Source: an optimization exercise on an open RTL-to-GDS flow (aim: small area, a short achievable clock period and few clock cycles per item). Production flows keep margins and buffers that such runs may drop. In this exercise RTL edits were held to simulation tests only and were not proved equivalent to the original. No activity file was given, so power comes from the tool's default toggle rates.

==> inputs of run a <==
==> flow/design.v <==
`timescale 1ns/1ps
package core_pkg;
  localparam int xlen      = 32;
  localparam int reg_idx_w = 5;
  localparam int nregs     = 32;
  localparam int imem_depth  = 64;
  localparam int imem_addr_w = 6;
  localparam logic [6:0] opc_op     = 7'b0110011;
  localparam logic [6:0] opc_op_imm = 7'b0010011;
  localparam int iw_w = 25;
  localparam logic [1:0] op_add = 2'd0;
  localparam logic [1:0] op_xor = 2'd1;
  localparam logic [1:0] op_or  = 2'd2;
  localparam logic [1:0] op_and = 2'd3;
endpackage
`timescale 1ns/1ps
module instr_mem (
  input  logic                             clk,
  input  logic                             rst,
  input  logic                             we,
  input  logic [core_pkg::imem_addr_w-1:0] waddr,
  input  logic [31:0]                      wdata,
  input  logic [core_pkg::imem_depth-1:0]  rsel,
  output logic [core_pkg::iw_w-1:0]        rdata,
  output logic [core_pkg::imem_depth-1:0]  wvalid
);
  logic [core_pkg::iw_w-1:0]        mem [core_pkg::imem_depth];
  logic [core_pkg::iw_w-1:0]        pword;
  logic                             is_reg, is_imm, f3_ok, writes;
  logic [1:0]                       op;
  assign is_reg = (wdata[6:0] == core_pkg::opc_op);
  assign is_imm = (wdata[6:0] == core_pkg::opc_op_imm);
  assign f3_ok  = (wdata[13:12] == 2'b00) || (wdata[14:13] == 2'b11);
  assign writes = (is_reg || is_imm) && f3_ok && (wdata[11:7] != 5'd0);
  always_comb
  begin
    case (wdata[14:12])
      3'b100:  op = core_pkg::op_xor;
      3'b110:  op = core_pkg::op_or;
      3'b111:  op = core_pkg::op_and;
      default: op = core_pkg::op_add;
    endcase
  end
  assign pword = {op, is_imm, wdata[31:20], wdata[19:15], wdata[11:7]};
  always_ff @(posedge clk)
  begin
    for (int i = 0; i < core_pkg::imem_depth; i++)
    begin
      if (we && waddr == core_pkg::imem_addr_w'(i))
        mem[i] <= pword;
      if (rst || (we && waddr == core_pkg::imem_addr_w'(i)))
        wvalid[i] <= writes && !rst;
    end
  end
  always_comb
  begin
    rdata = '0;
    for (int i = 0; i < core_pkg::imem_depth; i++)
    begin
      rdata = rdata | (mem[i] & {core_pkg::iw_w{rsel[i]}});
    end
  end
endmodule
`timescale 1ns/1ps
module fetch_unit (
  input  logic                            clk,
  input  logic                            rst,
  input  logic                            adv,
  input  logic [core_pkg::imem_depth-1:0] wvalid,
  output logic [core_pkg::imem_depth-1:0] rsel,
  output logic                            rvalid
);
  localparam int n   = core_pkg::imem_depth;
  localparam int win = 5;
  logic [n-1:0] ptr, nxt, nv;
  logic         run_nv;
  assign nv     = ~wvalid;
  assign rsel   = ptr;
  assign rvalid = |(ptr & wvalid);
  always_comb
  begin
    for (int i = 0; i < n; i++)
    begin
      nxt[i]  = 1'b0;
      run_nv  = 1'b1;
      for (int k = 1; k <= win; k++)
      begin
        if (k == win)
          nxt[i] = nxt[i] | (ptr[(i+n-k)%n] & run_nv);
        else
          nxt[i] = nxt[i] | (ptr[(i+n-k)%n] & run_nv & wvalid[i]);
        run_nv = run_nv & nv[(i+n-k)%n];
      end
    end
  end
  always_ff @(posedge clk)
  begin
    if (rst)
      ptr <= n'(1);
    else if (adv)
      ptr <= nxt;
  end
endmodule
`timescale 1ns/1ps
module pipe_reg #(
  parameter int width = 1
) (
  input  logic             clk,
  input  logic             rst,
  input  logic             in_valid,
  input  logic [width-1:0] in_pl,
  output logic             out_valid,
  output logic [width-1:0] out_pl
);
  always_ff @(posedge clk)
  begin
    if (rst)
      out_valid <= 1'b0;
    else
      out_valid <= in_valid;
  end
  always_ff @(posedge clk)
  begin
    out_pl <= in_pl;
  end
endmodule
`timescale 1ns/1ps
module register_file (
  input  logic                           clk,
  input  logic                           rst,
  input  logic [core_pkg::nregs-1:1]     rsel_1,
  input  logic [core_pkg::nregs-1:1]     rsel_2,
  output logic [core_pkg::xlen-1:0]      rd_data_1,
  output logic [core_pkg::xlen-1:0]      rd_data_2,
  input  logic                           wr_en,
  input  logic [core_pkg::reg_idx_w-1:0] wr_idx,
  input  logic [core_pkg::xlen-1:0]      wr_data
);
  logic [core_pkg::xlen-1:0] regs [1:core_pkg::nregs-1];
  logic [core_pkg::xlen-1:0] wd;
  assign wd = rst ? '0 : wr_data;
  always_ff @(posedge clk)
  begin
    for (int i = 1; i < core_pkg::nregs; i++)
    begin
      if (rst || (wr_en && wr_idx == core_pkg::reg_idx_w'(i)))
        regs[i] <= wd;
    end
  end
  always_comb
  begin
    rd_data_1 = '0;
    rd_data_2 = '0;
    for (int i = 1; i < core_pkg::nregs; i++)
    begin
      rd_data_1 = rd_data_1 | (regs[i] & {core_pkg::xlen{rsel_1[i]}});
      rd_data_2 = rd_data_2 | (regs[i] & {core_pkg::xlen{rsel_2[i]}});
    end
  end
endmodule
`timescale 1ns/1ps
module decode_unit (
  input  logic [core_pkg::iw_w-1:0]      word,
  input  logic [core_pkg::xlen-1:0]      rf_1,
  input  logic [core_pkg::xlen-1:0]      rf_2,
  input  logic                           x1_valid,
  input  logic [core_pkg::reg_idx_w-1:0] x1_rd,
  input  logic [core_pkg::xlen/2-1:0]    x1_lo,
  input  logic                           x2_valid,
  input  logic [core_pkg::reg_idx_w-1:0] x2_rd,
  input  logic [core_pkg::xlen/2-1:0]    x2_lo,
  input  logic [core_pkg::xlen/2-1:0]    x2_hi,
  input  logic                           w_valid,
  input  logic [core_pkg::reg_idx_w-1:0] w_rd,
  input  logic [core_pkg::xlen-1:0]      w_data,
  output logic [core_pkg::reg_idx_w-1:0] rd,
  output logic [core_pkg::xlen-1:0]      opnd_a,
  output logic [core_pkg::xlen-1:0]      opnd_b,
  output logic                           sub,
  output logic [3:0]                     sel,
  output logic                           hi_a,
  output logic                           hi_b
);
  localparam int xl = core_pkg::xlen;
  localparam int hw = core_pkg::xlen / 2;
  logic [core_pkg::reg_idx_w-1:0] rs1, rs2;
  logic [11:0]   imm;
  logic          is_imm;
  logic [1:0]    op;
  logic          f1_1, f2_1, fw_1, f1_2, f2_2, fw_2;
  logic [xl-1:0] b;
  assign rd     = word[4:0];
  assign rs1    = word[9:5];
  assign imm    = word[21:10];
  assign rs2    = word[14:10];
  assign is_imm = word[22];
  assign op     = word[24:23];
  assign sub    = !is_imm && (op == core_pkg::op_add) && word[20];
  always_comb
  begin
    sel = '0;
    sel[op] = 1'b1;
  end
  assign f1_1 = x1_valid && (rs1 == x1_rd);
  assign f2_1 = x2_valid && (rs1 == x2_rd);
  assign fw_1 = w_valid && (rs1 == w_rd);
  assign f1_2 = x1_valid && (rs2 == x1_rd);
  assign f2_2 = x2_valid && (rs2 == x2_rd);
  assign fw_2 = w_valid && (rs2 == w_rd);
  assign hi_a = f1_1;
  assign hi_b = !is_imm && f1_2;
  always_comb
  begin
    if (f1_1)
      opnd_a[hw-1:0] = x1_lo;
    else if (f2_1)
      opnd_a[hw-1:0] = x2_lo;
    else if (fw_1)
      opnd_a[hw-1:0] = w_data[hw-1:0];
    else
      opnd_a[hw-1:0] = rf_1[hw-1:0];
    if (f2_1)
      opnd_a[xl-1:hw] = x2_hi;
    else if (fw_1)
      opnd_a[xl-1:hw] = w_data[xl-1:hw];
    else
      opnd_a[xl-1:hw] = rf_1[xl-1:hw];
    if (is_imm)
      b = {{(xl-12){imm[11]}}, imm};
    else
    begin
      if (f1_2)
        b[hw-1:0] = x1_lo;
      else if (f2_2)
        b[hw-1:0] = x2_lo;
      else if (fw_2)
        b[hw-1:0] = w_data[hw-1:0];
      else
        b[hw-1:0] = rf_2[hw-1:0];
      if (f2_2)
        b[xl-1:hw] = x2_hi;
      else if (fw_2)
        b[xl-1:hw] = w_data[xl-1:hw];
      else
        b[xl-1:hw] = rf_2[xl-1:hw];
    end
    opnd_b = b ^ {xl{sub}};
  end
endmodule
`timescale 1ns/1ps
module alu #(
  parameter int w = 16
) (
  input  logic [w-1:0] a,
  input  logic [w-1:0] b,
  input  logic         cin,
  input  logic [3:0]   sel,
  output logic [w-1:0] result,
  output logic         cout
);
  localparam int n = w + 1;
  logic [w-1:0] p0, g0, sum;
  logic [n-1:0] gg, pp;
  assign p0 = a ^ b;
  assign g0 = a & b;
  always_comb
  begin
    gg = {g0, cin};
    pp = {p0, 1'b0};
    for (int d = 1; d < n; d = d * 2)
    begin
      for (int i = n - 1; i >= d; i--)
      begin
        gg[i] = gg[i] | (pp[i] & gg[i-d]);
        pp[i] = pp[i] & pp[i-d];
      end
    end
  end
  assign sum  = p0 ^ gg[w-1:0];
  assign cout = gg[w];
  assign result = ({w{sel[0]}} & sum)
                | ({w{sel[1]}} & p0)
                | ({w{sel[2]}} & (a | b))
                | ({w{sel[3]}} & g0);
endmodule
`timescale 1ns/1ps
module core_top (
  input  logic                             clk,
  input  logic                             rst,
  input  logic                             run,
  input  logic                             prog_we,
  input  logic [core_pkg::imem_addr_w-1:0] prog_addr,
  input  logic [31:0]                      prog_data,
  output logic                             wb_valid,
  output logic [core_pkg::reg_idx_w-1:0]   wb_idx,
  output logic [core_pkg::xlen-1:0]        wb_data
);
  localparam int rw = core_pkg::reg_idx_w;
  localparam int nr = core_pkg::nregs;
  localparam int xl = core_pkg::xlen;
  localparam int hw = core_pkg::xlen / 2;
  localparam int iw = core_pkg::iw_w;
  localparam int dw = iw + 2 * (nr - 1);
  localparam int e1w = 2 * xl + 1 + 4 + rw + 2;
  localparam int e2w = hw + 1 + 2 * hw + 4 + rw;
  localparam int ww = rw + xl;
  logic [core_pkg::imem_depth-1:0] rsel, wvalid;
  logic [iw-1:0]   f_word, d_word;
  logic            f_valid, d_valid;
  logic [nr-1:1]   f_rsel_1, f_rsel_2, d_rsel_1, d_rsel_2;
  logic            rst_q, run_q;
  logic [rw-1:0]   d_rd;
  logic [xl-1:0]   rf_1, rf_2, d_a, d_b;
  logic            d_sub, d_hi_a, d_hi_b;
  logic [3:0]      d_sel;
  logic            x1_valid, x1_sub, x1_hi_a, x1_hi_b, x1_c;
  logic [3:0]      x1_sel;
  logic [rw-1:0]   x1_rd;
  logic [xl-1:0]   x1_a, x1_b;
  logic [hw-1:0]   x1_lo, x1_a_hi, x1_b_hi;
  logic            x2_valid, x2_c, x2_cout;
  logic [3:0]      x2_sel;
  logic [rw-1:0]   x2_rd;
  logic [hw-1:0]   x2_lo, x2_a, x2_b, x2_hi;
  logic            w_valid, o_valid;
  logic [rw-1:0]   w_rd, o_rd;
  logic [xl-1:0]   w_data, o_data;
  always_ff @(posedge clk)
  begin
    rst_q <= rst;
    run_q <= run;
  end
  instr_mem u_imem (.clk(clk), .rst(rst), .we(prog_we && !run),
                    .waddr(prog_addr), .wdata(prog_data), .rsel(rsel), .rdata(f_word),
                    .wvalid(wvalid));
  fetch_unit u_fetch (.clk(clk), .rst(rst_q), .adv(run_q), .wvalid(wvalid), .rsel(rsel),
                      .rvalid(f_valid));
  always_comb
  begin
    for (int i = 1; i < nr; i++)
    begin
      f_rsel_1[i] = (f_word[9:5] == rw'(i));
      f_rsel_2[i] = (f_word[14:10] == rw'(i));
    end
  end
  pipe_reg #(.width(dw)) u_fd (.clk(clk), .rst(rst_q), .in_valid(run_q && f_valid),
    .in_pl({f_word, f_rsel_1, f_rsel_2}), .out_valid(d_valid),
    .out_pl({d_word, d_rsel_1, d_rsel_2}));
  register_file u_rf (.clk(clk), .rst(rst_q), .rsel_1(d_rsel_1), .rsel_2(d_rsel_2),
                      .rd_data_1(rf_1), .rd_data_2(rf_2), .wr_en(w_valid),
                      .wr_idx(w_rd), .wr_data(w_data));
  decode_unit u_dec (.word(d_word), .rf_1(rf_1), .rf_2(rf_2),
                     .x1_valid(x1_valid), .x1_rd(x1_rd), .x1_lo(x1_lo),
                     .x2_valid(x2_valid), .x2_rd(x2_rd), .x2_lo(x2_lo), .x2_hi(x2_hi),
                     .w_valid(w_valid), .w_rd(w_rd), .w_data(w_data), .rd(d_rd),
                     .opnd_a(d_a), .opnd_b(d_b), .sub(d_sub), .sel(d_sel),
                     .hi_a(d_hi_a), .hi_b(d_hi_b));
  pipe_reg #(.width(e1w)) u_de (.clk(clk), .rst(rst_q), .in_valid(d_valid),
    .in_pl({d_a, d_b, d_sub, d_sel, d_rd, d_hi_a, d_hi_b}), .out_valid(x1_valid),
    .out_pl({x1_a, x1_b, x1_sub, x1_sel, x1_rd, x1_hi_a, x1_hi_b}));
  alu #(.w(hw)) u_alu_lo (.a(x1_a[hw-1:0]), .b(x1_b[hw-1:0]), .cin(x1_sub), .sel(x1_sel),
                          .result(x1_lo), .cout(x1_c));
  assign x1_a_hi = x1_hi_a ? x2_hi : x1_a[xl-1:hw];
  assign x1_b_hi = x1_hi_b ? (x2_hi ^ {hw{x1_sub}}) : x1_b[xl-1:hw];
  pipe_reg #(.width(e2w)) u_e12 (.clk(clk), .rst(rst_q), .in_valid(x1_valid),
    .in_pl({x1_lo, x1_c, x1_a_hi, x1_b_hi, x1_sel, x1_rd}), .out_valid(x2_valid),
    .out_pl({x2_lo, x2_c, x2_a, x2_b, x2_sel, x2_rd}));
  alu #(.w(hw)) u_alu_hi (.a(x2_a), .b(x2_b), .cin(x2_c), .sel(x2_sel),
                          .result(x2_hi), .cout(x2_cout));
  always_ff @(posedge clk)
  begin
    if (rst_q)
      w_valid <= 1'b0;
    else
      w_valid <= x2_valid;
    if (x2_valid)
    begin
      w_rd   <= x2_rd;
      w_data <= {x2_hi, x2_lo};
    end
  end
  pipe_reg #(.width(ww)) u_ew (.clk(clk), .rst(rst || rst_q), .in_valid(x2_valid),
    .in_pl({x2_rd, x2_hi, x2_lo}), .out_valid(o_valid), .out_pl({o_rd, o_data}));
  assign wb_valid = o_valid;
  assign wb_idx   = o_rd;
  assign wb_data  = o_data;
endmodule
==> flow/run.sh <==
#!/bin/bash
# synth_recipe.tcl (not shown) runs the flow's synth.tcl, then flattens the netlist and writes it again
# the make line also repeats each setting of config.mk as NAME=value (left out here)
make -C /OpenROAD-flow-scripts/flow DESIGN_CONFIG=/design/flow/config.mk WORK_HOME=/design/flow/orfs CLKGATE_MAP_FILE= SYNTH_SCRIPT=/design/flow/synth_recipe.tcl finish
==> flow/config.mk <==
export PLATFORM = sky130hd
export DESIGN_NAME = core_top
export DESIGN_NICKNAME = core_top
export VERILOG_FILES = /design/flow/design.v
export SDC_FILE = /design/flow/constraint.sdc
export NUM_CORES = 4
export LEC_CHECK = 0
export CAP_MARGIN = 20
export CORE_MARGIN = 2
export CORE_UTILIZATION = 45
export PLACE_DENSITY = 0.6
export SETUP_SLACK_MARGIN = 4.3
export SLEW_MARGIN = 20
==> flow/constraint.sdc <==
create_clock -name core_clock -period 7.0 [get_ports {clk}]
set_input_delay 1.4000 -clock core_clock [delete_from_list [all_inputs] [get_ports {clk}]]
set_output_delay 1.4000 -clock core_clock [all_outputs]
set_load 0.01 [all_outputs]
==> run b: changes against run a <==
--- a/flow/design.v
+++ b/flow/design.v
@@ -26,5 +26,6 @@
 );
   logic [core_pkg::iw_w-1:0]        mem [core_pkg::imem_depth];
-  logic [core_pkg::iw_w-1:0]        pword;
+  logic [core_pkg::iw_w-1:0]        pword, ld_word;
+  logic [core_pkg::imem_depth-1:0]  ld_en;
   logic                             is_reg, is_imm, f3_ok, writes;
   logic [1:0]                       op;
@@ -42,13 +43,27 @@
     endcase
   end
-  assign pword = {op, is_imm, wdata[31:20], wdata[19:15], wdata[11:7]};
+  assign pword = {op, is_imm, wdata[31:20], wdata[19:15],
+                  (writes && !rst) ? wdata[11:7] : 5'd0};
   always_ff @(posedge clk)
   begin
+    ld_word <= pword;
     for (int i = 0; i < core_pkg::imem_depth; i++)
     begin
-      if (we && waddr == core_pkg::imem_addr_w'(i))
-        mem[i] <= pword;
-      if (rst || (we && waddr == core_pkg::imem_addr_w'(i)))
-        wvalid[i] <= writes && !rst;
+      ld_en[i] <= rst || (we && waddr == core_pkg::imem_addr_w'(i));
+    end
+  end
+  always_ff @(posedge clk)
+  begin
+    for (int i = 0; i < core_pkg::imem_depth; i++)
+    begin
+      if (ld_en[i])
+        mem[i] <= ld_word;
+    end
+  end
+  always_comb
+  begin
+    for (int i = 0; i < core_pkg::imem_depth; i++)
+    begin
+      wvalid[i] = (mem[i][4:0] != 5'd0);
     end
   end
--- a/flow/config.mk
+++ b/flow/config.mk
@@ -10,4 +10,4 @@
 export CORE_UTILIZATION = 45
 export PLACE_DENSITY = 0.6
-export SETUP_SLACK_MARGIN = 4.3
+export SETUP_SLACK_MARGIN = 4.2
 export SLEW_MARGIN = 20
==> comparison table <==
| quantity | run a | run b |
|---|---|---|
| Total clock sinks | 3,022 | 3,047 |
| Number of fill cells in the layout | 20,258 | 20,893 |
| Initial antenna violation count | 38 | 31 |
| Share of layout cells above drive strength 1 | 21.2% | 17.6% |
| Mean routed wirelength per cell | 47.3 microns | 46.3 microns |
| Reported leakage power | 46.7 nW | 47.3 nW |
| Non-clk buf share | 5.24% | 3.56% |
| Tapcells | 3,402 | 3,496 |
| Met2 wire length | 222,000 microns | 225,000 microns |
| Outcome | complete, no violations | complete, no violations |
| CP required | 7.78 ns | 7.76 ns |
| Register area share after synthesis | 74.4% | 74.1% |
| Via count of the first global-routing pass | 82,069 | 81,517 |
| Horizontal die dimension | 515 microns | 516 microns |
| Die outline area | 265,000 sq um | 266,000 sq um |
| Total global-route track usage | 39.6% | 39.5% |
| Int Pwr | 0.0305 W | 0.0316 W |
| Via total after detailed routing | 89,480 | 88,748 |
| HPWL after detailed placement | 288,000 microns | 287,000 microns |
| Portion of synthesized cell area occupied by the leading cell type | 68.8% | 67.0% |
| Depth of the worst register-to-register path | 8 | 10 |
Testbench counts of run a, summed over its fixed seeds: cycles 4,553, items 4,000.
Testbench counts of run b, summed over its fixed seeds: cycles 4,553, items 4,000.

## static timing again, ports no longer ideal
In the flow no input, the clock included, has a driving cell. The finished layouts below were timed again as built, in two steps. Step 1: set_driving_cell puts a clkbuf_16 on clk and a buf_2 on each other input, an assumption about the parent block. Step 2 times the ports against the registers' clock, not the clock port: input delays grow and output delays shrink by t, the midpoint of the rising clock arrivals with the driver on. Slacks: ideal / step 1 / step 2; pairs: ideal / step 1.
run	t (ns)	slack for setup (ns)	worst hold slack (ns)	latest minus earliest clock arrival (ns)	pins driven straight from the clock port
run a	1.014	4.165 / 4.093 / 3.354	0.327 / 0.327 / 0.327	0.075 / 0.076	1
run b	0.997	3.911 / 3.911 / 3.705	0.332 / 0.332 / 0.332	0.057 / 0.058	1
After both steps every run listed still meets setup and hold. For run a, which loses most, drivers alone change the setup slack by -0.072 ns; drivers and shift together by -0.811 ns.
